Background: an optimization exercise with open tools, aiming at small area. Do not read the settings as production practice. Where RTL was checked, it was by simulation tests only, not by an equivalence proof against the original. Power and IR drop assume default switching activity.

==> run X: inputs <==
## gba_loader_top
module gba_loader_top (
	input  logic         clk_sys,
	input  logic         reset,
	input  logic         ioctl_active,
	input  logic [7:0]   ioctl_index,
	input  logic [26:0]  ioctl_addr,
	input  logic [15:0]  ioctl_data,
	input  logic         ioctl_wr,
	output logic         ioctl_wait,
	output logic         rom_valid,
	output logic [26:0]  rom_addr,
	output logic [15:0]  rom_data,
	input  logic         rom_credit,
	output logic         cheat_valid,
	output logic [127:0] cheat_code,
	input  logic         cheat_credit,
	output logic         cheat_clear,
	output logic         bios_wr,
	output logic [11:0]  bios_addr,
	output logic [31:0]  bios_data,
	input  logic         reg_wr,
	input  logic [1:0]   reg_addr,
	input  logic [31:0]  reg_wdata,
	output logic [31:0]  reg_rdata
);
	logic idx_bios, idx_cheat, cart_now, beat, cart_beat, cheat_beat;
	assign idx_bios   = (ioctl_index == 8'd0);
	assign idx_cheat  = (ioctl_index == 8'd255);
	assign cart_now   = ioctl_active && !idx_bios && !idx_cheat;
	assign beat       = ioctl_active && ioctl_wr;
	assign cart_beat  = beat && !idx_bios && !idx_cheat;
	assign cheat_beat = beat && idx_cheat;
	logic        homebrew;
	logic        cheats_off;
	logic [26:0] rom_base;
	always_ff @(posedge clk_sys) begin
		if (reset) begin
			homebrew   <= 1'b0;
			cheats_off <= 1'b0;
			rom_base   <= 27'hC0000;
		end else if (reg_wr) begin
			if (reg_addr == 2'd0) begin
				homebrew   <= reg_wdata[0];
				cheats_off <= reg_wdata[1];
			end
			if (reg_addr == 2'd1) rom_base <= reg_wdata[26:0];
		end
	end
	logic        full0, full1;       
	logic        rv;                 
	logic        move;               
	logic [1:0]  rom_out;            
	logic [26:0] a0, a1;
  ...
==> flow/config.mk <==
export PLATFORM = sky130hd
export DESIGN_NAME = gba_loader_top
export DESIGN_NICKNAME = gba_loader_top
export VERILOG_FILES = /design/flow/design.v
export SDC_FILE = /design/flow/constraint.sdc
export NUM_CORES = 4
export LEC_CHECK = 0
export CAP_MARGIN = 20
export CORE_MARGIN = 2
export CORE_UTILIZATION = 60
export SLEW_MARGIN = 20
==> flow/constraint.sdc <==
create_clock -name core_clock -period 5.5 [get_ports {clk_sys}]
set_input_delay 1.1000 -clock core_clock [delete_from_list [all_inputs] [get_ports {clk_sys}]]
set_output_delay 1.1000 -clock core_clock [all_outputs]
set_load 0.01 [all_outputs]
standard.sh (not shown) runs the stock make flow with config.mk's settings and CLKGATE_MAP_FILE= SYNTH_SCRIPT=/design/flow/synth_recipe.tcl, a recipe that flattens the netlist after the stock synthesis.
==> flow/flow/run.sh <==
#!/bin/bash
# The standard layout with these changes:
#  - synthesis maps logic with an area-recovering ABC script (flow/abc_area.script,
#    used through ABC_AREA=1 from a copy of ORFS's scripts folder); the rest of
#    the synthesis script is unchanged, so the registers are the same;
#  - each port is buffered by the smallest buffer (buf_1) instead of the one
#    buffer_ports picks by default;
#  - buffers left in the netlist by synthesis are removed before placement;
#  - the clock tree is built without dummy loads.
# Each step's full output is in its own log here and under orfs/logs.
set -euo pipefail
cd "$(dirname "$0")/.."
W=$PWD
rm -rf "$W/scripts_area"
cp -r "$FLOW_HOME/scripts" "$W/scripts_area"
cp "$W/flow/abc_area.script" "$W/scripts_area/abc_area.script"
SCRIPTS_DIR="$W/scripts_area" ABC_AREA=1 bash standard.sh synth > synth.log 2>&1
export BUFFER_PORTS_ARGS="-buffer_cell sky130_fd_sc_hd__buf_1"
export REMOVE_ABC_BUFFERS=1
# Clock tree: the standard arguments and config.mk's CTS settings, without dummy loads
export CTS_ARGS="-sink_clustering_enable -repair_clock_nets -sink_clustering_size 28 -sink_clustering_max_diameter 100 -buf_list sky130_fd_sc_hd__clkbuf_16 -root_buf sky130_fd_sc_hd__clkbuf_8 -tree_buf sky130_fd_sc_hd__clkbuf_8 -dont_use_dummy_load"
export DONT_USE_CELLS="sky130_fd_sc_hd__buf_4 sky130_fd_sc_hd__buf_6 sky130_fd_sc_hd__buf_8 sky130_fd_sc_hd__buf_12 sky130_fd_sc_hd__buf_16"
bash standard.sh > standard.log 2>&1
==> flow/flow/abc_area.script <==
&get -n
&st
&dch -f
&nf -R 1000
&st
&dch -f
&nf -R 1000
&put
==> run F (differences from run X) <==
==> flow/flow/run.sh (replaced) <==
#!/bin/bash
# The standard layout with three changes:
#  - synthesis maps logic with an area-recovering ABC script (flow/abc_area.script,
#    used through ABC_AREA=1 from a copy of ORFS's scripts folder); the rest of
#    the synthesis script is unchanged, so the registers are the same;
#  - each port is buffered by the smallest buffer (buf_1) instead of the one
#    buffer_ports picks by default;
#  - buffers left in the netlist by synthesis are removed before placement.
# Each step's full output is in its own log here and under orfs/logs.
set -euo pipefail
cd "$(dirname "$0")/.."
W=$PWD
rm -rf "$W/scripts_area"
cp -r "$FLOW_HOME/scripts" "$W/scripts_area"
cp "$W/flow/abc_area.script" "$W/scripts_area/abc_area.script"
SCRIPTS_DIR="$W/scripts_area" ABC_AREA=1 bash standard.sh synth > synth.log 2>&1
export BUFFER_PORTS_ARGS="-buffer_cell sky130_fd_sc_hd__buf_1"
export REMOVE_ABC_BUFFERS=1
bash standard.sh > standard.log 2>&1
CTS_BUF_LIST = sky130_fd_sc_hd__clkbuf_16   (was unset)
CTS_CLUSTER_DIAMETER = 60   (was unset)
CTS_CLUSTER_SIZE = 24   (was unset)
==> run P (differences from run X) <==
--- a/flow/flow/run.sh
+++ b/flow/flow/run.sh
@@ -14,10 +14,9 @@
 rm -rf "$W/scripts_area"
 cp -r "$FLOW_HOME/scripts" "$W/scripts_area"
 cp "$W/flow/abc_area.script" "$W/scripts_area/abc_area.script"
 SCRIPTS_DIR="$W/scripts_area" ABC_AREA=1 bash standard.sh synth > synth.log 2>&1
 export BUFFER_PORTS_ARGS="-buffer_cell sky130_fd_sc_hd__buf_1"
 export REMOVE_ABC_BUFFERS=1
 # Clock tree: the standard arguments and config.mk's CTS settings, without dummy loads
-export CTS_ARGS="-sink_clustering_enable -repair_clock_nets -sink_clustering_size 28 -sink_clustering_max_diameter 100 -buf_list sky130_fd_sc_hd__clkbuf_16 -root_buf sky130_fd_sc_hd__clkbuf_8 -tree_buf sky130_fd_sc_hd__clkbuf_8 -dont_use_dummy_load"
-export DONT_USE_CELLS="sky130_fd_sc_hd__buf_4 sky130_fd_sc_hd__buf_6 sky130_fd_sc_hd__buf_8 sky130_fd_sc_hd__buf_12 sky130_fd_sc_hd__buf_16"
+export CTS_ARGS="-sink_clustering_enable -repair_clock_nets -sink_clustering_size 24 -sink_clustering_max_diameter 100 -buf_list sky130_fd_sc_hd__clkbuf_16 -dont_use_dummy_load"
 bash standard.sh > standard.log 2>&1
==> run E (differences from run X) <==
--- a/flow/design.v
+++ b/flow/design.v
@@ -451,44 +451,43 @@
 			slot_we[j] = cart_beat && (ioctl_addr[26:1] == 26'((8'hA0 >> 1) + j));
 	end
 	assign title_end = (ioctl_addr[26:1] == 26'(8'hAC >> 1));
 	cart_header_scan cart_header_scan_i (
 		.clk_sys, .slot_we, .data (ioctl_data), .quirk_code (quirk_hit)
 	);
 	logic        loaded;
-	logic        last_valid;
 	logic [1:0]  cart_type;
 	logic        flash_1m;
 	logic [2:0]  quirks;            
 	logic [4:0]  quirk_flags;
 	logic [26:0] last_addr;
 	always_ff @(posedge clk_sys) begin
 		if (reset) begin
-			loaded     <= 1'b0;
-			last_valid <= 1'b0;
-		end else begin
-			if (cart_now && !cart_q) loaded <= 1'b1;
-			if (cart_q && !ioctl_active) last_valid <= 1'b1;
-		end
-	end
-	always_ff @(posedge clk_sys) begin
-		if (cart_now && !cart_q) begin
-			cart_type <= ioctl_index[7:6];
+			loaded    <= 1'b0;
+			cart_type <= 2'd0;
 			flash_1m  <= 1'b0;
 			quirks    <= 3'd0;
+			last_addr <= 27'd0;
+		end else begin
+			if (cart_now && !cart_q) begin
+				loaded    <= 1'b1;
+				cart_type <= ioctl_index[7:6];
+				flash_1m  <= 1'b0;
+				quirks    <= 3'd0;
+			end
+			if (cart_q && !ioctl_active) last_addr <= ioctl_addr;
+			if (cart_beat && (hit0 || hit1)) flash_1m <= 1'b1;
+			if (cart_beat && title_end) quirks <= quirk_hit;
 		end
-		if (cart_q && !ioctl_active) last_addr <= ioctl_addr;
-		if (cart_beat && (hit0 || hit1)) flash_1m <= 1'b1;
-		if (cart_beat && title_end) quirks <= quirk_hit;
 	end
 	assign quirk_flags = {quirks[2], quirks[2] && quirks[1], quirks[0],
 	                      quirks[1] && !quirks[2] && !quirks[0], quirks[1] && quirks[0]};
 	always_comb begin
 		case (reg_addr)
 			2'd0:    reg_rdata = {30'd0, cheats_off, homebrew};
 			2'd1:    reg_rdata = {5'd0, rom_base};
-			2'd2:    reg_rdata = loaded ? {23'd0, quirk_flags, flash_1m, cart_type, 1'b1} : 32'd0;
-			default: reg_rdata = last_valid ? {5'd0, last_addr} : 32'd0;
+			2'd2:    reg_rdata = {23'd0, quirk_flags, flash_1m, cart_type, loaded};
+			default: reg_rdata = {5'd0, last_addr};
 		endcase
 	end
 endmodule
 `default_nettype wire
==> flow/flow/run.sh (replaced) <==
#!/bin/bash
# The standard layout with three changes:
#  - synthesis maps logic with an area-oriented ABC script (flow/abc_area.script,
#    used through ABC_AREA=1 from a copy of ORFS's scripts folder); the rest of
#    the synthesis script is unchanged, so the registers are the same;
#  - each port is buffered by the smallest buffer (buf_1) instead of the one
#    buffer_ports picks by default;
#  - buffers left in the netlist by synthesis are removed before placement.
# Each step's full output is in its own log here and under orfs/logs.
set -euo pipefail
cd "$(dirname "$0")/.."
W=$PWD
rm -rf "$W/scripts_area"
cp -r "$FLOW_HOME/scripts" "$W/scripts_area"
cp "$W/flow/abc_area.script" "$W/scripts_area/abc_area.script"
SCRIPTS_DIR="$W/scripts_area" ABC_AREA=1 bash standard.sh synth > synth.log 2>&1
export BUFFER_PORTS_ARGS="-buffer_cell sky130_fd_sc_hd__buf_1"
export REMOVE_ABC_BUFFERS=1
bash standard.sh > standard.log 2>&1
==> flow/flow/abc_area.script (replaced) <==
strash
dch -f
map -a
strash
dch -f
map -a
strash
dch -f
map -a
CTS_BUF_LIST = sky130_fd_sc_hd__clkbuf_8   (was unset)
CTS_CLUSTER_DIAMETER = 50   (was unset)
CTS_CLUSTER_SIZE = 14   (was unset)
==> key figures <==
Outcome
  – Outcome: finished clean

GRT
  – Met1 usage: 0.486

Synth
  – Synth Area in Adders: 0.0281
  – Post-synth top cells: edfxtp_1 (254), nand2_1 (154), nor2_1 (97), a21oi_1 (81), dfxtp_1 (48)
  – Post-Synth XOR/XNOR Area: 0.0179

Worst setup path
  – CP peak stage delay: between 0.4 and 0.5 ns
  – Crit Reg-Reg Endpoint: a1[24]$_DFFE_PP_
  – Crit path arrival time: 5.37 ns

Power and ir drop
  – Clock share of power: 0.291

Place
  – GP Congestion: just under 1

Finish
  – Layout cells sized above 1: 0.0432
  – Commonest non-fill, non-tap cells in the layout: buf_1 (332), edfxtp_1 (254), nand2_1 (153)

Drt
  – Vias per inst: ~6.3
(the above is from run P)
==> key figures <==
GRT
  – Met1 usage: 0.478

Drt
  – Vias per inst: 6.29

Worst setup path
  – Crit path arrival time: about 5.4 ns
  – Crit Reg-Reg Endpoint: a1[24]$_DFFE_PP_

Finish
  – Commonest non-fill, non-tap cells in the layout: buf_1 (332), edfxtp_1 (254), nand2_1 (153)

Synth
  – Synth Area in Adders: 0.0281
  – Post-synth top cells: edfxtp_1 (254), nand2_1 (154), nor2_1 (97), a21oi_1 (81), dfxtp_1 (48)

Outcome
  – Outcome: finished clean
(the above is from run X)
==> key figures <==
Outcome
  – Outcome: finished clean

GRT
  – Met1 usage: 0.434

Synth
  – Post-synth top cells: nor2_1 (233), edfxtp_1 (222), clkinv_1 (166), o21ai_0 (98), nand2_1 (91)
  – Post-synthesis sequential area ratio: 0.641

Power and ir drop
  – Clock share of power: 0.325

Worst setup path
  – CP peak stage delay: approximately 0.40 ns
  – Crit Reg-Reg Endpoint: a1[25]$_DFFE_PP_
  – Crit path arrival time: 5.48 ns

Finish
  – Commonest non-fill, non-tap cells in the layout: buf_1 (333), nor2_1 (229), edfxtp_1 (222)

Hold path
  – Hold depth: 1

Drt
  – Vias per inst: 5.80
(the above is from run E)
==> key figures <==
Worst setup path
  – CP peak stage delay: approximately 0.44 ns
  – Crit Reg-Reg Endpoint: a1[24]$_DFFE_PP_

Outcome
  – Outcome: finished clean

Place
  – GP Congestion: roughly 0.97

GRT
  – Met1 usage: 0.483

Synth
  – Synth Area in Adders: 0.0281
  – Post-Synth XOR/XNOR Area: 0.0179
(the above is from run F)
For run E, only the layout was checked, not whether the RTL still works.

==> inputs of 03-21 <==
gba_loader_top again, from the RTL that the note above started with.
==> flow/config.mk <==
export PLATFORM = sky130hd
export DESIGN_NAME = gba_loader_top
export DESIGN_NICKNAME = gba_loader_top
export VERILOG_FILES = /design/flow/design.v
export SDC_FILE = /design/flow/constraint.sdc
export NUM_CORES = 4
export LEC_CHECK = 0
export CAP_MARGIN = 20
export CORE_MARGIN = 2
export CORE_UTILIZATION = 60
export SLEW_MARGIN = 20
==> flow/constraint.sdc <==
create_clock -name core_clock -period 5.5 [get_ports {clk_sys}]
set_input_delay 1.1000 -clock core_clock [delete_from_list [all_inputs] [get_ports {clk_sys}]]
set_output_delay 1.1000 -clock core_clock [all_outputs]
set_load 0.01 [all_outputs]
==> flow/flow/run.sh <==
#!/bin/bash
# The standard layout with these changes:
#  - synthesis maps logic with an area-recovering ABC script (flow/abc_area.script,
#    used through ABC_AREA=1 from a copy of ORFS's scripts folder); the rest of
#    the synthesis script is unchanged, so the registers are the same;
#  - each port is buffered by the smallest buffer (buf_1) instead of the one
#    buffer_ports picks by default;
#  - buffers left in the netlist by synthesis are removed before placement;
#  - the clock tree is built without dummy loads.
# Each step's full output is in its own log here and under orfs/logs.
set -euo pipefail
cd "$(dirname "$0")/.."
W=$PWD
rm -rf "$W/scripts_area"
cp -r "$FLOW_HOME/scripts" "$W/scripts_area"
cp "$W/flow/abc_area.script" "$W/scripts_area/abc_area.script"
SCRIPTS_DIR="$W/scripts_area" ABC_AREA=1 bash standard.sh synth > synth.log 2>&1
export BUFFER_PORTS_ARGS="-buffer_cell sky130_fd_sc_hd__buf_1"
export REMOVE_ABC_BUFFERS=1
# Clock tree: the standard arguments and config.mk's CTS settings, without dummy loads
export CTS_ARGS="-sink_clustering_enable -repair_clock_nets -sink_clustering_size 28 -sink_clustering_max_diameter 100 -buf_list sky130_fd_sc_hd__clkbuf_16 -root_buf sky130_fd_sc_hd__clkbuf_8 -tree_buf sky130_fd_sc_hd__clkbuf_8 -dont_use_dummy_load"
export GPL_KEEP_OVERFLOW=0
bash standard.sh > standard.log 2>&1
==> flow/flow/abc_area.script <==
&get -n
&st
&dch -f
&nf -R 1000
&st
&dch -f
&nf -R 1000
&put
==> 05-24 (differences from 03-21) <==
--- a/flow/design.v
+++ b/flow/design.v
@@ -319,16 +319,14 @@
 	logic        full0, full1;       
 	logic        rv;                 
 	logic        move;               
 	logic [1:0]  rom_out;            
 	logic [26:0] a0, a1;
 	logic [15:0] d0, d1;
-	logic [26:0] base_g;
 	logic [26:0] sum;
-	assign base_g = {rom_base[26:14], rom_base[13:1] & {13{!idx_bios}}, rom_base[0]};
-	assign sum    = {ioctl_addr[26:1] + base_g[26:1], base_g[0]};
+	assign sum    = {ioctl_addr[26:1] + rom_base[26:1], rom_base[0]};
 	assign move   = full1 && (!full0 || rv);
 	always_ff @(posedge clk_sys) begin
 		if (reset) begin
 			full0   <= 1'b0;
 			full1   <= 1'b0;
 			rv      <= 1'b0;
@@ -342,13 +340,13 @@
 	end
 	always_ff @(posedge clk_sys) begin
 		if (move) begin
 			a0 <= a1;
 			d0 <= d1;
 		end
-		if (beat) a1 <= idx_bios ? {ioctl_data[15:3], sum[13:2], ioctl_data[2:1]} : sum;
+		if (beat) a1 <= idx_bios ? {ioctl_data[15:3], ioctl_addr[13:2], ioctl_data[2:1]} : sum;
 		if (beat && !(idx_bios && ioctl_addr[1])) d1 <= ioctl_data;
 	end
 	assign rom_valid = rv;
 	assign rom_addr  = a0;
 	assign rom_data  = d0;
 	logic        bios_wr_q;
==> flow/flow/run.sh (replaced) <==
#!/bin/bash
# The standard layout with three changes:
#  - synthesis maps logic with an area-recovering ABC script (flow/abc_area.script,
#    used through ABC_AREA=1 from a copy of ORFS's scripts folder); the rest of
#    the synthesis script is unchanged, so the registers are the same;
#  - each port is buffered by the smallest buffer (buf_1) instead of the one
#    buffer_ports picks by default;
#  - buffers left in the netlist by synthesis are removed before placement.
# Each step's full output is in its own log here and under orfs/logs.
set -euo pipefail
cd "$(dirname "$0")/.."
W=$PWD
rm -rf "$W/scripts_area"
cp -r "$FLOW_HOME/scripts" "$W/scripts_area"
cp "$W/flow/abc_area.script" "$W/scripts_area/abc_area.script"
SCRIPTS_DIR="$W/scripts_area" ABC_AREA=1 bash standard.sh synth > synth.log 2>&1
export BUFFER_PORTS_ARGS="-buffer_cell sky130_fd_sc_hd__buf_1"
export REMOVE_ABC_BUFFERS=1
bash standard.sh > standard.log 2>&1
--- a/flow/config.mk
+++ b/flow/config.mk
@@ -5,7 +5,10 @@
 export SDC_FILE = /design/flow/constraint.sdc
 export NUM_CORES = 4
 export LEC_CHECK = 0
 export CAP_MARGIN = 20
 export CORE_MARGIN = 2
 export CORE_UTILIZATION = 60
+export CTS_BUF_LIST = sky130_fd_sc_hd__clkbuf_16
+export CTS_CLUSTER_DIAMETER = 60
+export CTS_CLUSTER_SIZE = 24
 export SLEW_MARGIN = 20
==> 11-14 (differences from 03-21) <==
--- a/flow/flow/run.sh
+++ b/flow/flow/run.sh
@@ -15,9 +15,8 @@
 cp -r "$FLOW_HOME/scripts" "$W/scripts_area"
 cp "$W/flow/abc_area.script" "$W/scripts_area/abc_area.script"
 SCRIPTS_DIR="$W/scripts_area" ABC_AREA=1 bash standard.sh synth > synth.log 2>&1
 export BUFFER_PORTS_ARGS="-buffer_cell sky130_fd_sc_hd__buf_1"
 export REMOVE_ABC_BUFFERS=1
 # Clock tree: the standard arguments and config.mk's CTS settings, without dummy loads
-export CTS_ARGS="-sink_clustering_enable -repair_clock_nets -sink_clustering_size 28 -sink_clustering_max_diameter 100 -buf_list sky130_fd_sc_hd__clkbuf_16 -root_buf sky130_fd_sc_hd__clkbuf_8 -tree_buf sky130_fd_sc_hd__clkbuf_8 -dont_use_dummy_load"
-export GPL_KEEP_OVERFLOW=0
+export CTS_ARGS="-sink_clustering_enable -repair_clock_nets -sink_clustering_size 24 -sink_clustering_max_diameter 60 -buf_list sky130_fd_sc_hd__clkbuf_16 -dont_use_dummy_load"
 bash standard.sh > standard.log 2>&1
==> 06-27 (differences from 03-21) <==
--- a/flow/design.v
+++ b/flow/design.v
@@ -452,43 +452,42 @@
 	end
 	assign title_end = (ioctl_addr[26:1] == 26'(8'hAC >> 1));
 	cart_header_scan cart_header_scan_i (
 		.clk_sys, .slot_we, .data (ioctl_data), .quirk_code (quirk_hit)
 	);
 	logic        loaded;
-	logic        last_valid;
 	logic [1:0]  cart_type;
 	logic        flash_1m;
 	logic [2:0]  quirks;            
 	logic [4:0]  quirk_flags;
 	logic [26:0] last_addr;
 	always_ff @(posedge clk_sys) begin
 		if (reset) begin
-			loaded     <= 1'b0;
-			last_valid <= 1'b0;
-		end else begin
-			if (cart_now && !cart_q) loaded <= 1'b1;
-			if (cart_q && !ioctl_active) last_valid <= 1'b1;
-		end
-	end
-	always_ff @(posedge clk_sys) begin
-		if (cart_now && !cart_q) begin
-			cart_type <= ioctl_index[7:6];
+			loaded    <= 1'b0;
+			cart_type <= 2'd0;
 			flash_1m  <= 1'b0;
 			quirks    <= 3'd0;
+			last_addr <= 27'd0;
+		end else begin
+			if (cart_now && !cart_q) begin
+				loaded    <= 1'b1;
+				cart_type <= ioctl_index[7:6];
+				flash_1m  <= 1'b0;
+				quirks    <= 3'd0;
+			end
+			if (cart_q && !ioctl_active) last_addr <= ioctl_addr;
+			if (cart_beat && (hit0 || hit1)) flash_1m <= 1'b1;
+			if (cart_beat && title_end) quirks <= quirk_hit;
 		end
-		if (cart_q && !ioctl_active) last_addr <= ioctl_addr;
-		if (cart_beat && (hit0 || hit1)) flash_1m <= 1'b1;
-		if (cart_beat && title_end) quirks <= quirk_hit;
 	end
 	assign quirk_flags = {quirks[2], quirks[2] && quirks[1], quirks[0],
 	                      quirks[1] && !quirks[2] && !quirks[0], quirks[1] && quirks[0]};
 	always_comb begin
 		case (reg_addr)
 			2'd0:    reg_rdata = {30'd0, cheats_off, homebrew};
 			2'd1:    reg_rdata = {5'd0, rom_base};
-			2'd2:    reg_rdata = loaded ? {23'd0, quirk_flags, flash_1m, cart_type, 1'b1} : 32'd0;
-			default: reg_rdata = last_valid ? {5'd0, last_addr} : 32'd0;
+			2'd2:    reg_rdata = {23'd0, quirk_flags, flash_1m, cart_type, loaded};
+			default: reg_rdata = {5'd0, last_addr};
 		endcase
 	end
 endmodule
 `default_nettype wire
==> flow/flow/run.sh (replaced) <==
#!/bin/bash
# The standard layout, with each port buffered by the smallest buffer
# (buf_1) instead of the one buffer_ports picks by default, and the
# buffers Yosys/ABC inserted removed before placement.
set -euo pipefail
cd "$(dirname "$0")/.."
export BUFFER_PORTS_ARGS="-buffer_cell sky130_fd_sc_hd__buf_1"
export REMOVE_ABC_BUFFERS=1
bash standard.sh > standard.log 2>&1
--- a/flow/config.mk
+++ b/flow/config.mk
@@ -5,7 +5,10 @@
 export SDC_FILE = /design/flow/constraint.sdc
 export NUM_CORES = 4
 export LEC_CHECK = 0
 export CAP_MARGIN = 20
 export CORE_MARGIN = 2
 export CORE_UTILIZATION = 60
+export CTS_BUF_LIST = sky130_fd_sc_hd__clkbuf_16
+export CTS_CLUSTER_DIAMETER = 100
+export CTS_CLUSTER_SIZE = 30
 export SLEW_MARGIN = 20
removed: flow/flow/abc_area.script
==> results.txt <==
Of 11-14 and 05-24, 05-24 has the higher area after synthesis (gap 0.94%, measured against 05-24). Utilization, lowest first: 06-27, 03-21, 11-14, 05-24. Worst setup slack: 05-24 is higher than 11-14 (0.39 ns). Against 06-27, the power of 11-14 is larger by 1.9%.
For 05-24 and 06-27, only the layout was checked, not whether the RTL still works.

==> re-timing with driven ports <==
The results above use ideal ports. As a check the final layouts listed here were re-extracted and re-timed, cells and wires unchanged. Step 1, drivers: a clkbuf_16 drives clk_sys and a buf_2 each remaining input, both assumed. Step 2 also shifts input and output timing later by t, the mid clock arrival at the registers, as if the neighbouring blocks saw the same clock. Three values: ideal ports, drivers, drivers and shift; two values: the first two.
| run | shift t [ns] | slack for setup (ns) | worst data-port slew with drivers (ns) | pins driven straight from the clock port |
|---|---|---|---|---|
| run X | 0.574 | 0.376 / 0.398 / -0.175 | 0.06 | 1 |
| run F | 0.559 | 0.456 / 0.486 / -0.073 | 0.06 | 1 |
| run P | 0.540 | 0.377 / 0.406 / -0.134 | 0.06 | 1 |
| run E | 0.629 | 0.364 / 0.365 / -0.264 | 0.07 | 1 |
| 03-21 | 0.582 | 0.354 / 0.380 / -0.202 | 0.07 | 1 |
| 05-24 | 0.569 | 0.771 / 0.793 / 0.224 | 0.09 | 1 |
| 11-14 | 0.540 | 0.385 / 0.414 / -0.127 | 0.06 | 1 |
| 06-27 | 0.550 | 0.855 / 0.877 / 0.327 | 0.09 | 1 |
Met with ideal ports but missed after step 2: setup timing in 6 of these runs. The setup slack of run E, which loses most, moves by +0.001 ns with the drivers and by -0.628 ns with both steps.
